This is an optimization exercise on Yosys and OpenROAD, whose aim is small area, a short achievable clock period and few clock cycles per item, not a production implementation. RTL that was checked went through simulation tests only; none was proved equivalent to the original. Power and IR drop assume default switching activity.

Setup of raven:
==> flow/design.v <==
module scalar_kalman_filter (
  input  logic                 clk,
  input  logic                 rst,
  input  logic                 cfg_we,
  input  logic [2:0]           cfg_index,
  input  logic [31:0]          cfg_data,
  input  logic                 obs_valid,
  output logic                 obs_ready,
  input  logic [31:0]          obs_observation,
  input  logic                 obs_restart,
  output logic                 res_valid,
  input  logic                 res_ready,
  output logic [31:0]          res_estimate,
  output logic [16:0]          res_gain,
  output logic [31:0]          res_error_variance
);
  logic [31:0] cfg_r, cfg_q, cfg_x0, cfg_p0;
  logic        res_vld;
  logic [31:0] obs_q;
  logic        obs_rs_q;
  logic        obs_full;
  logic        busy;
  logic [3:0]  cnt;
  logic [32:0] rem;       
  logic [32:0] den;       
  logic [31:0] pm_q;      
  logic [32:0] dif;       
  logic        r0_q;      
  logic        one_q;     
  logic [15:0] kd;        
  logic [1:0]  qd_q;      
  logic [49:0] xacc;      
  logic [48:0] uacc;      
  logic fin, fire, start, accept, iter, acc;
  assign fin    = busy && (cnt == 4'd9);
  assign fire   = fin && res_ready;
  assign start  = obs_full && (fire || !busy);
  assign obs_ready = !obs_full;
  assign accept = obs_valid && obs_ready;
  assign iter   = busy && !cnt[3];
  assign acc    = busy && (cnt != 4'd0) && (cnt != 4'd9);
  logic        xcorr;
  logic [31:0] est_new, var_new;
  assign xcorr   = dif[32] && (xacc[15:0] != 16'd0);
  assign est_new = xacc[47:16] + {31'd0, xcorr};
  assign var_new = uacc[47:16];
  logic [31:0] x_b, p_b;
  logic [32:0] dif_nx;
  logic [32:0] pm_raw;
  logic [33:0] den_raw;
  logic [32:0] den_sat;
  logic [31:0] pm_nx;
  logic [32:0] den_nx;
  logic        r0, one_nx;
  assign x_b    = obs_rs_q ? cfg_x0 : est_new;
  assign p_b    = obs_rs_q ? cfg_p0 : var_new;
  assign dif_nx = obs_rs_q ? ({obs_q[31], obs_q} - {cfg_x0[31], cfg_x0})
                           : ({obs_q[31], obs_q} + ~xacc[48:16] + {32'd0, !xcorr});
  assign pm_raw  = {1'b0, p_b} + {1'b0, cfg_q};
  logic [33:0] dn_s, dn_c;
  assign dn_s    = {2'b0, p_b ^ cfg_q ^ cfg_r};
  assign dn_c    = {1'b0, (p_b & cfg_q) | (p_b & cfg_r) | (cfg_q & cfg_r), 1'b0};
  assign den_raw = dn_s + dn_c;
  assign den_sat = {1'b0, 32'hFFFF_FFFF} + {1'b0, cfg_r};
  assign pm_nx   = pm_raw[32] ? 32'hFFFF_FFFF : pm_raw[31:0];
  assign den_nx  = pm_raw[32] ? den_sat : den_raw[32:0];
  assign r0      = (cfg_r == 32'd0);
  assign one_nx  = r0 && ((p_b != 32'd0) || (cfg_q != 32'd0));
  logic [35:0] r4, t1, t2, t3;
  logic [1:0]  qd;
  logic [32:0] rem_nx;
  assign r4 = {1'b0, rem, 2'b00};
  assign t1 = r4 - {3'b0, den};
  assign t2 = r4 - {2'b0, den, 1'b0};
  logic [35:0] t3a, t3b, t3s, t3c;
  assign t3a = ~{3'b0, den};
  assign t3b = ~{2'b0, den, 1'b0};
  assign t3s = r4 ^ t3a ^ t3b;
  assign t3c = {(r4[34:0] & t3a[34:0]) | (r4[34:0] & t3b[34:0]) | (t3a[34:0] & t3b[34:0]), 1'b1};
  assign t3 = t3s + t3c + 36'd1;
  always_comb begin
    if (r0_q) begin
      qd = 2'd0;
    end else if (!t3[35]) begin
      qd = 2'd3;
    end else if (!t2[35]) begin
      qd = 2'd2;
    end else if (!t1[35]) begin
      qd = 2'd1;
    end else begin
      qd = 2'd0;
    end
  end
  always_comb begin
    unique case (qd)
      2'd3:    rem_nx = t3[32:0];
      2'd2:    rem_nx = t2[32:0];
      2'd1:    rem_nx = t1[32:0];
      default: rem_nx = r4[32:0];
    endcase
  end
  logic [49:0] xacc_nx;
  logic [48:0] uacc_nx;
  logic [49:0] xa, xb, xs3, xc3;
  logic [48:0] ua, ub, us3, uc3;
  assign xa  = {xacc[47:0], 2'b00};
  assign xb  = qd_q[1] ? {{16{dif[32]}}, dif, 1'b0} : 50'd0;
  assign xs3 = xa ^ xb ^ (qd_q[0] ? {{17{dif[32]}}, dif} : 50'd0);
  assign xc3 = {(xa[48:0] & xb[48:0]) | ((xa[48:0] | xb[48:0]) & (qd_q[0] ? {{16{dif[32]}}, dif} : 49'd0)), 1'b0};
  assign xacc_nx = xs3 + xc3;
  assign ua  = {uacc[46:0], 2'b00};
  assign ub  = qd_q[1] ? ~{16'd0, pm_q, 1'b0} : 49'd0;
  logic [48:0] u3;
  assign u3  = qd_q[0] ? ~{17'd0, pm_q} : 49'd0;
  assign us3 = ua ^ ub ^ u3;
  assign uc3 = {(ua[47:0] & ub[47:0]) | ((ua[47:0] | ub[47:0]) & u3[47:0]), qd_q[1]};
  assign uacc_nx = us3 + uc3 + {48'd0, qd_q[0]};
  always_ff @(posedge clk) begin
    if (rst) begin
      cfg_r  <= 32'd65536;
      cfg_q  <= 32'd655;
      cfg_x0 <= 32'd0;
      cfg_p0 <= 32'd65536;
    end else if (cfg_we) begin
      case (cfg_index)
        3'd0: cfg_r  <= cfg_data;
        3'd1: cfg_q  <= cfg_data;
        3'd2: cfg_x0 <= cfg_data;
        3'd3: cfg_p0 <= cfg_data;
        default: ;
      endcase
    end
  end
  always_ff @(posedge clk) begin
    if (rst) begin
      obs_full <= 1'b0;
    end else if (accept) begin
      obs_full <= 1'b1;
    end else if (start) begin
      obs_full <= 1'b0;
    end
  end
  always_ff @(posedge clk) begin
    if (accept) begin
      obs_q    <= obs_observation;
      obs_rs_q <= obs_restart;
    end
  end
  always_ff @(posedge clk) begin
    if (rst) begin
      busy <= 1'b0;
      cnt  <= 4'd0;
    end else if (start) begin
      busy <= 1'b1;
      cnt  <= 4'd0;
    end else if (fire) begin
      busy <= 1'b0;
    end else if (busy && !fin) begin
      cnt  <= cnt + 4'd1;
    end
  end
  always_ff @(posedge clk) begin
    if (rst) begin
      res_vld <= 1'b0;
    end else if (busy && (cnt == 4'd8)) begin
      res_vld <= 1'b1;
    end else if (res_ready) begin
      res_vld <= 1'b0;
    end
  end
  always_ff @(posedge clk) begin
    if (rst) begin
      xacc <= 50'd0;
      uacc <= {17'd1, 32'd0};
      dif  <= 33'd0;
    end else if (start) begin
      xacc <= one_nx ? {{18{obs_q[31]}}, obs_q} : {{18{x_b[31]}}, x_b};
      uacc <= one_nx ? 49'd0 : {17'd0, pm_nx};
      dif  <= dif_nx;
    end else if (acc) begin
      xacc <= xacc_nx;
      uacc <= uacc_nx;
    end
  end
  always_ff @(posedge clk) begin
    if (start) begin
      rem   <= {1'b0, pm_nx};
      den   <= den_nx;
      pm_q  <= pm_nx;
      r0_q  <= r0;
      one_q <= one_nx;
      kd    <= 16'd0;
      qd_q  <= 2'd0;
    end else if (iter) begin
      rem   <= rem_nx;
      kd    <= {kd[13:0], qd};
      qd_q  <= qd;
    end
  end
  assign res_valid          = res_vld;
  assign res_estimate       = est_new;
  assign res_gain           = {one_q, kd};
  assign res_error_variance = var_new;
endmodule
Settings: LEC_CHECK=0, CAP_MARGIN=20, CORE_MARGIN=2, CORE_UTILIZATION=40, SLEW_MARGIN=20; clock period 11.0 ns.
run.sh (not shown) runs the stock make flow with config.mk's settings and CLKGATE_MAP_FILE= SYNTH_SCRIPT=/design/flow/synth_recipe.tcl, a recipe that flattens the netlist after the stock synthesis.
What ember does differently from raven at the input level:
-- flow/design.v --
<<< raven, line 16
);
  logic [31:0] cfg_r, cfg_q, cfg_x0, cfg_p0;
  logic        res_vld;
  logic [31:0] obs_q;
>>> ember, line 16
);
  logic [31:0] cfg_r, cfg_q, cfg_x0, cfg_p0;
  logic [31:0] est_q, var_q;
  logic [16:0] gain_q;
  logic        res_vld;
  logic [31:0] obs_q;
<<< raven, line 34
  logic fin, fire, start, accept, iter, acc;
  assign fin    = busy && (cnt == 4'd9);
  assign fire   = fin && res_ready;
  assign start  = obs_full && (fire || !busy);
  assign obs_ready = !obs_full;
  assign accept = obs_valid && obs_ready;
  assign iter   = busy && !cnt[3];
>>> ember, line 36
  logic fin, fire, start, accept, iter, acc;
  assign fin    = busy && (cnt == 4'd9);
  assign fire   = fin && !res_vld;
  assign start  = obs_full && (fire || !busy);
  assign obs_ready = !obs_full || start;
  assign accept = obs_valid && obs_ready;
  assign iter   = busy && !cnt[3];
<<< raven, line 58
                           : ({obs_q[31], obs_q} + ~xacc[48:16] + {32'd0, !xcorr});
  assign pm_raw  = {1'b0, p_b} + {1'b0, cfg_q};
  logic [33:0] dn_s, dn_c;
  assign dn_s    = {2'b0, p_b ^ cfg_q ^ cfg_r};
  assign dn_c    = {1'b0, (p_b & cfg_q) | (p_b & cfg_r) | (cfg_q & cfg_r), 1'b0};
  assign den_raw = dn_s + dn_c;
  assign den_sat = {1'b0, 32'hFFFF_FFFF} + {1'b0, cfg_r};
  assign pm_nx   = pm_raw[32] ? 32'hFFFF_FFFF : pm_raw[31:0];
  assign den_nx  = pm_raw[32] ? den_sat : den_raw[32:0];
  assign r0      = (cfg_r == 32'd0);
  assign one_nx  = r0 && ((p_b != 32'd0) || (cfg_q != 32'd0));
  logic [35:0] r4, t1, t2, t3;
  logic [1:0]  qd;
>>> ember, line 60
                           : ({obs_q[31], obs_q} + ~xacc[48:16] + {32'd0, !xcorr});
  assign pm_raw  = {1'b0, p_b} + {1'b0, cfg_q};
  assign den_raw = {2'b0, p_b} + {2'b0, cfg_q} + {2'b0, cfg_r};
  assign den_sat = {1'b0, 32'hFFFF_FFFF} + {1'b0, cfg_r};
  assign pm_nx   = pm_raw[32] ? 32'hFFFF_FFFF : pm_raw[31:0];
  assign den_nx  = pm_raw[32] ? den_sat : den_raw[32:0];
  assign r0      = (cfg_r == 32'd0);
  assign one_nx  = r0 && (pm_nx != 32'd0);
  logic [35:0] r4, t1, t2, t3;
  logic [1:0]  qd;
<<< raven, line 73
  assign t1 = r4 - {3'b0, den};
  assign t2 = r4 - {2'b0, den, 1'b0};
  logic [35:0] t3a, t3b, t3s, t3c;
  assign t3a = ~{3'b0, den};
  assign t3b = ~{2'b0, den, 1'b0};
  assign t3s = r4 ^ t3a ^ t3b;
  assign t3c = {(r4[34:0] & t3a[34:0]) | (r4[34:0] & t3b[34:0]) | (t3a[34:0] & t3b[34:0]), 1'b1};
  assign t3 = t3s + t3c + 36'd1;
  always_comb begin
    if (r0_q) begin
>>> ember, line 72
  assign t1 = r4 - {3'b0, den};
  assign t2 = r4 - {2'b0, den, 1'b0};
  assign t3 = r4 - {3'b0, den} - {2'b0, den, 1'b0};
  always_comb begin
    if (r0_q) begin
<<< raven, line 102
  logic [49:0] xacc_nx;
  logic [48:0] uacc_nx;
  logic [49:0] xa, xb, xs3, xc3;
  logic [48:0] ua, ub, us3, uc3;
  assign xa  = {xacc[47:0], 2'b00};
  assign xb  = qd_q[1] ? {{16{dif[32]}}, dif, 1'b0} : 50'd0;
  assign xs3 = xa ^ xb ^ (qd_q[0] ? {{17{dif[32]}}, dif} : 50'd0);
  assign xc3 = {(xa[48:0] & xb[48:0]) | ((xa[48:0] | xb[48:0]) & (qd_q[0] ? {{16{dif[32]}}, dif} : 49'd0)), 1'b0};
  assign xacc_nx = xs3 + xc3;
  assign ua  = {uacc[46:0], 2'b00};
  assign ub  = qd_q[1] ? ~{16'd0, pm_q, 1'b0} : 49'd0;
  logic [48:0] u3;
  assign u3  = qd_q[0] ? ~{17'd0, pm_q} : 49'd0;
  assign us3 = ua ^ ub ^ u3;
  assign uc3 = {(ua[47:0] & ub[47:0]) | ((ua[47:0] | ub[47:0]) & u3[47:0]), qd_q[1]};
  assign uacc_nx = us3 + uc3 + {48'd0, qd_q[0]};
  always_ff @(posedge clk) begin
    if (rst) begin
>>> ember, line 96
  logic [49:0] xacc_nx;
  logic [48:0] uacc_nx;
  assign xacc_nx = {xacc[47:0], 2'b00}
                 + (qd_q[1] ? {{16{dif[32]}}, dif, 1'b0} : 50'd0)
                 + (qd_q[0] ? {{17{dif[32]}}, dif} : 50'd0);
  assign uacc_nx = {uacc[46:0], 2'b00}
                 - (qd_q[1] ? {16'd0, pm_q, 1'b0} : 49'd0)
                 - (qd_q[0] ? {17'd0, pm_q} : 49'd0);
  always_ff @(posedge clk) begin
    if (rst) begin
<<< raven, line 163
    if (rst) begin
      res_vld <= 1'b0;
    end else if (busy && (cnt == 4'd8)) begin
      res_vld <= 1'b1;
    end else if (res_ready) begin
      res_vld <= 1'b0;
    end
  end
>>> ember, line 149
    if (rst) begin
      res_vld <= 1'b0;
    end else if (fire) begin
      res_vld <= 1'b1;
    end else if (res_ready) begin
      res_vld <= 1'b0;
    end
  end
  always_ff @(posedge clk) begin
    if (fire) begin
      est_q  <= est_new;
      var_q  <= var_new;
      gain_q <= {one_q, kd};
    end
  end
<<< raven, line 199
  end
  assign res_valid          = res_vld;
  assign res_estimate       = est_new;
  assign res_gain           = {one_q, kd};
  assign res_error_variance = var_new;
endmodule
>>> ember, line 192
  end
  assign res_valid          = res_vld;
  assign res_estimate       = est_q;
  assign res_gain           = gain_q;
  assign res_error_variance = var_q;
endmodule
## What came out
What raven reported for total power of the final layout has to be multiplied by 0.868 to get the figure for ember. Clock network latency to the later pin of the worst-skew pair in ember vs raven: up 0.05 ns. ember vs raven — wire length of the first global-routing pass dropped slightly. Between ember and raven, share of total power consumed by net switching is lower for ember, raven comes in above that. Changes observed in ember relative to raven: die area +2100 sq um, largest fanout on the critical path picked up an extra 12, count of TritonRoute iterations in the first routing pass shrank by 2, fraction of standard cell area that is sequential picked up an extra 4.7 points. Summary of ember over raven: minimum period implied by the final worst setup slack up 0.77 ns; detailed-placement wirelength estimate down about 3.3%; met2 usage down 0.59 points. ember reports its slowest cell on the critical path as nor2b_2 while raven reports or4b_1. Flip-flop and latch count for ember: 20% up relative to raven. Remaining max-slew budget at the tightest pin is lower on raven. Tapcell count, ember and raven: smaller value in raven.
Testbench counts of ember, summed over its fixed seeds: cycles 16,024, items 1,600.
No functional check of the RTL was part of raven.

-- re-timing with driven ports --
The results above use ideal ports. As a check the final layouts listed here were re-extracted and re-timed, cells and wires unchanged. Step 1, drivers: a clkbuf_16 drives clk and a buf_2 each remaining input, both assumed. Step 2 moves the port delays by t, midway between the first and last clock arrival at a register: inputs arrive t later, outputs are due t later. That takes back most of the time a late clock gives input paths. Three values: ideal, step 1, step 2; two values: the first two.
| run | t (ns) | setup WS [ns] | worst setup path after step 2 | pins driven straight from the clock port |
|---|---|---|---|---|
| raven | 0.690 | 4.610 / 4.547 / 5.237 | register to output | 1 |
| ember | 0.732 | 3.838 / 3.838 / 3.838 | register to register | 1 |
After both steps setup and hold are still met in every run listed.
